This design comes from an exercise in tuning for small area, a short achievable clock period and few clock cycles per item on the open sky130 flow, not from production work. Where RTL was checked, it was by simulation tests only, not by an equivalence proof against the original.

==> module link_force_sequencer, before the edit <==
module link_force_sequencer #(
  parameter int SIZE       = mi_pipeline_pkg::SIZE,
  parameter int ADDR_WIDTH = mi_pipeline_pkg::ADDR_WIDTH,
  parameter int LINK_WIDTH = mi_pipeline_pkg::LINK_WIDTH,
  parameter int K_WIDTH    = mi_pipeline_pkg::K_WIDTH,
  parameter int FRAC       = mi_pipeline_pkg::FRAC
) (
  input  logic                      clk,
  input  logic                      rst_n,
  input  logic                      start,
  input  logic [LINK_WIDTH:0]       n_links,
  input  logic                      cfg_we,
  input  logic [LINK_WIDTH-1:0]     cfg_addr,
  input  logic [ADDR_WIDTH-1:0]     cfg_mass_a,
  input  logic [ADDR_WIDTH-1:0]     cfg_mass_b,
  input  logic signed [K_WIDTH-1:0] cfg_k,
  output logic [ADDR_WIDTH-1:0]     r_addr_q1,
  output logic [ADDR_WIDTH-1:0]     r_addr_q2,
  input  logic signed [SIZE-1:0]    q1,
  input  logic signed [SIZE-1:0]    q2,
  output logic                      out_valid,
  input  logic                      out_ready,
  output logic [ADDR_WIDTH-1:0]     out_mass_a,
  output logic [ADDR_WIDTH-1:0]     out_mass_b,
  output logic signed [SIZE-1:0]    out_force,
  output logic                      busy,
  output logic                      done
);
  localparam int PW = SIZE + 1 + K_WIDTH;   
  localparam int HW = PW - FRAC;            
  localparam int ND = K_WIDTH / 2;          
  localparam int LO = mi_pipeline_pkg::CS_LO;
  logic                  active;    
  logic                  zdone;     
  logic                  iss;       
  logic [LINK_WIDTH-1:0] idx;       
  logic [LINK_WIDTH-1:0] idx_d;
  logic [LINK_WIDTH-1:0] pidx;
  logic                  rsm;       
  logic [LINK_WIDTH-1:0] ntx;       
  logic [LINK_WIDTH-1:0] last;      
  logic                  olast;     
  logic                  stall;
  logic                  xfer;
  logic                  issue;
  logic                  fin;
  logic                  start_go;
  logic                  we;
  logic                         t_valid;
  logic        [K_WIDTH-1:0]    t_k;
  logic [2*ADDR_WIDTH-1:0]      t_m;
  logic [2*ADDR_WIDTH-1:0]      t_m0;
  logic [2*ADDR_WIDTH-1:0]      pm;       
  logic [K_WIDTH:0] kx;
  logic [ND-1:0]    b_one;
  logic [ND-1:0]    b_two;
  logic [ND-1:0]    b_neg;
  logic                         s1_valid;
  logic        [SIZE:0]         s1_diff;
  logic [K_WIDTH-1:0]           s1_k;
  logic [2*ADDR_WIDTH-1:0]      s1_m;
  logic [PW-1:LO] cs_s;
  logic [PW-1:LO] cs_c;
  logic           cs_cl;
  logic                         s2_valid;
  logic [PW-1:LO]               s2_s;
  logic [PW-1:LO]               s2_c;
  logic                         s2_cl;
  logic [2*ADDR_WIDTH-1:0]      s2_m;
  logic [PW-1:LO]         prod;
  logic [HW-1:0]          hi;
  logic [SIZE-1:0]        force_d;
  assign stall    = out_valid & ~out_ready;
  assign xfer     = out_valid & out_ready;
  assign fin      = out_ready & olast;
  assign done     = fin | zdone;
  assign busy     = active & ~fin;
  assign start_go = start & ~active & (n_links != '0);
  assign issue    = start_go | (iss & ~rsm);
  assign we       = cfg_we & ~active;
  always_comb begin
    if (fin)
      idx_d = '0;
    else if (stall)
      idx_d = ntx + 1'b1;
    else if (issue)
      idx_d = idx + 1'b1;
    else
      idx_d = idx;
  end
  assign pidx = active ? (iss & ~rsm ? idx + 1'b1 : idx) : LINK_WIDTH'(1);
  link_table #(
    .LINK_WIDTH (LINK_WIDTH),
    .ADDR_WIDTH (ADDR_WIDTH),
    .K_WIDTH    (K_WIDTH)
  ) u_table (
    .clk     (clk),
    .rst_n   (rst_n),
    .we      (we),
    .waddr   (cfg_addr),
    .wmass_a (cfg_mass_a),
    .wmass_b (cfg_mass_b),
    .wk      (cfg_k),
    .raddr   (idx),
    .rvalid  (t_valid),
    .rk      (t_k),
    .paddr   (pidx),
    .pmass   (t_m),
    .pmass0  (t_m0)
  );
  always_ff @(posedge clk) begin
    if (we && cfg_addr == idx_d)
      pm <= {cfg_mass_a, cfg_mass_b};
    else if (idx_d == '0)
      pm <= t_m0;
    else
      pm <= t_m;
  end
  assign {r_addr_q1, r_addr_q2} = pm;
  always_ff @(posedge clk or negedge rst_n) begin
    if (!rst_n) begin
      active   <= 1'b0;
      zdone    <= 1'b0;
      iss      <= 1'b0;
      idx      <= '0;
      ntx      <= '0;
      last     <= '0;
      olast    <= 1'b0;
      rsm      <= 1'b0;
      s1_valid <= 1'b0;
      s2_valid <= 1'b0;
    end else begin
      zdone <= start & ~active & (n_links == '0);
      idx   <= idx_d;
      rsm   <= stall;
      if (start_go) begin
        active <= 1'b1;
        last   <= LINK_WIDTH'(n_links - 1'b1);
      end else if (fin) begin
        active <= 1'b0;
      end
      if (!stall)
        olast <= s2_valid & ~fin & ((out_valid ? ntx + 1'b1 : ntx) == last);
      if (fin) begin
        ntx <= '0;
        iss <= 1'b0;
      end else if (stall) begin
        iss      <= (ntx != last);
        s1_valid <= 1'b0;
        s2_valid <= 1'b0;
      end else begin
        if (xfer)
          ntx <= ntx + 1'b1;
        s1_valid <= issue;
        s2_valid <= s1_valid;
        if (issue)
          iss <= start_go ? (n_links > 5'd1) : (idx != last);
      end
    end
  end
  assign kx = {s1_k, 1'b0};
  always_comb begin
    for (int j = 0; j < ND; j++) begin
      b_one[j] = kx[2*j+1] ^ kx[2*j];
      b_two[j] = (kx[2*j+2] & ~kx[2*j+1] & ~kx[2*j]) | (~kx[2*j+2] & kx[2*j+1] & kx[2*j]);
      b_neg[j] = kx[2*j+2];
    end
  end
  always_ff @(posedge clk) begin
    s1_diff <= {q2[SIZE-1], q2} - {q1[SIZE-1], q1};
    s1_k    <= t_k;
    s1_m    <= t_valid ? pm : '0;
  end
  lfs_booth_csa u_mul (
    .diff  (s1_diff),
    .b_one (b_one),
    .b_two (b_two),
    .b_neg (b_neg),
    .s_hi  (cs_s),
    .c_hi  (cs_c),
    .c_lo  (cs_cl)
  );
  always_ff @(posedge clk) begin
    s2_s  <= cs_s;
    s2_c  <= cs_c;
    s2_cl <= cs_cl;
    s2_m  <= s1_m;
  end
  assign prod = s2_s + s2_c + (PW-LO)'(s2_cl);
  assign hi   = prod[PW-1:FRAC];
  always_comb begin
    if (hi[HW-1:SIZE-1] != '0 && hi[HW-1:SIZE-1] != '1)
      force_d = hi[HW-1] ? {1'b1, {(SIZE-1){1'b0}}} : {1'b0, {(SIZE-1){1'b1}}};
    else
      force_d = hi[SIZE-1:0];
  end
  always_ff @(posedge clk or negedge rst_n) begin
    if (!rst_n)
      out_valid <= 1'b0;
    else if (!stall)
      out_valid <= s2_valid & ~fin;
  end
  always_ff @(posedge clk) begin
    if (!stall) begin
      {out_mass_a, out_mass_b} <= s2_m;
      out_force                <= force_d;
    end
  end
endmodule
export LEC_CHECK = 0
export CAP_MARGIN = 20
export CORE_MARGIN = 2
export CORE_UTILIZATION = 60
export CTS_BUF_LIST = sky130_fd_sc_hd__clkbuf_16
export CTS_CLUSTER_DIAMETER = 80
export CTS_CLUSTER_SIZE = 30
export SETUP_SLACK_MARGIN = 4.3
export SLEW_MARGIN = 20
create_clock -name core_clock -period 8.0 [get_ports {clk}]
standard.sh (not shown) runs the stock make flow with config.mk's settings and CLKGATE_MAP_FILE= SYNTH_SCRIPT=/design/flow/synth_recipe.tcl, a recipe that flattens the netlist after the stock synthesis.
==> flow/flow/run.sh <==
#!/bin/bash
# The standard layout (standard.sh), with the port buffers that
# buffer_ports inserts made sky130_fd_sc_hd__buf_2 cells.
set -euo pipefail
bash standard.sh "BUFFER_PORTS_ARGS=-buffer_cell sky130_fd_sc_hd__buf_2" finish > standard_make.log 2>&1
Edit:
--- a/flow/design.v
+++ b/flow/design.v
@@ -120,5 +120,7 @@
   logic                         s1_valid;
   logic        [SIZE:0]         s1_diff;
-  logic [K_WIDTH-1:0]           s1_k;
+  logic [ND-1:0]                s1_one;
+  logic [ND-1:0]                s1_two;
+  logic [ND-1:0]                s1_neg;
   logic [2*ADDR_WIDTH-1:0]      s1_m;
   logic [PW-1:LO] cs_s;
@@ -221,5 +223,5 @@
     end
   end
-  assign kx = {s1_k, 1'b0};
+  assign kx = {t_k, 1'b0};
   always_comb begin
     for (int j = 0; j < ND; j++) begin
@@ -231,12 +233,14 @@
   always_ff @(posedge clk) begin
     s1_diff <= {q2[SIZE-1], q2} - {q1[SIZE-1], q1};
-    s1_k    <= t_k;
+    s1_one  <= b_one;
+    s1_two  <= b_two;
+    s1_neg  <= b_neg;
     s1_m    <= t_valid ? pm : '0;
   end
   lfs_booth_csa u_mul (
     .diff  (s1_diff),
-    .b_one (b_one),
-    .b_two (b_two),
-    .b_neg (b_neg),
+    .b_one (s1_one),
+    .b_two (s1_two),
+    .b_neg (s1_neg),
     .s_hi  (cs_s),
     .c_hi  (cs_c),
Outcome: The new run completed without violations. Via count is lower by 31%. Routed wire length decreases by 32%. Global-route usage goes down by 7.3 points. Area after synthesis came out lower by 11%. Final area shrinks by 19%.
Testbench counts after the change, summed over its fixed seeds: cycles 6,298, items 5,157.
Function not checked in the first run of this note: the RTL went through the layout flow alone.

-- separate check: timing with driven ports --
Ports are ideal in the flow. The routed layouts listed here were re-timed in OpenROAD. Step 1 assumes that a clkbuf_16 drives the clock port and a buf_2 every other input. Step 2 adds t to the input delays and takes it off the output delays; t is the mean of the earliest and latest rising clock arrival at the registers after step 1. Input paths then give back, and output paths get back, about the clock's delay inside the block. a / b / c = no drivers / after step 1 / after step 2; a / b = the first two.
run | t, ns | setup WS [ns] | worst setup path at the end | pins driven straight from the clock port
the first run | 0.735 | 4.147 / 4.147 / 3.747 | input to register | 1
the second run | 0.651 | 4.323 / 4.263 / 3.855 | input to register | 1
After both steps every run listed still meets setup and hold. For the second run, which loses most, drivers alone change the setup slack by -0.060 ns; drivers and shift together by -0.468 ns.
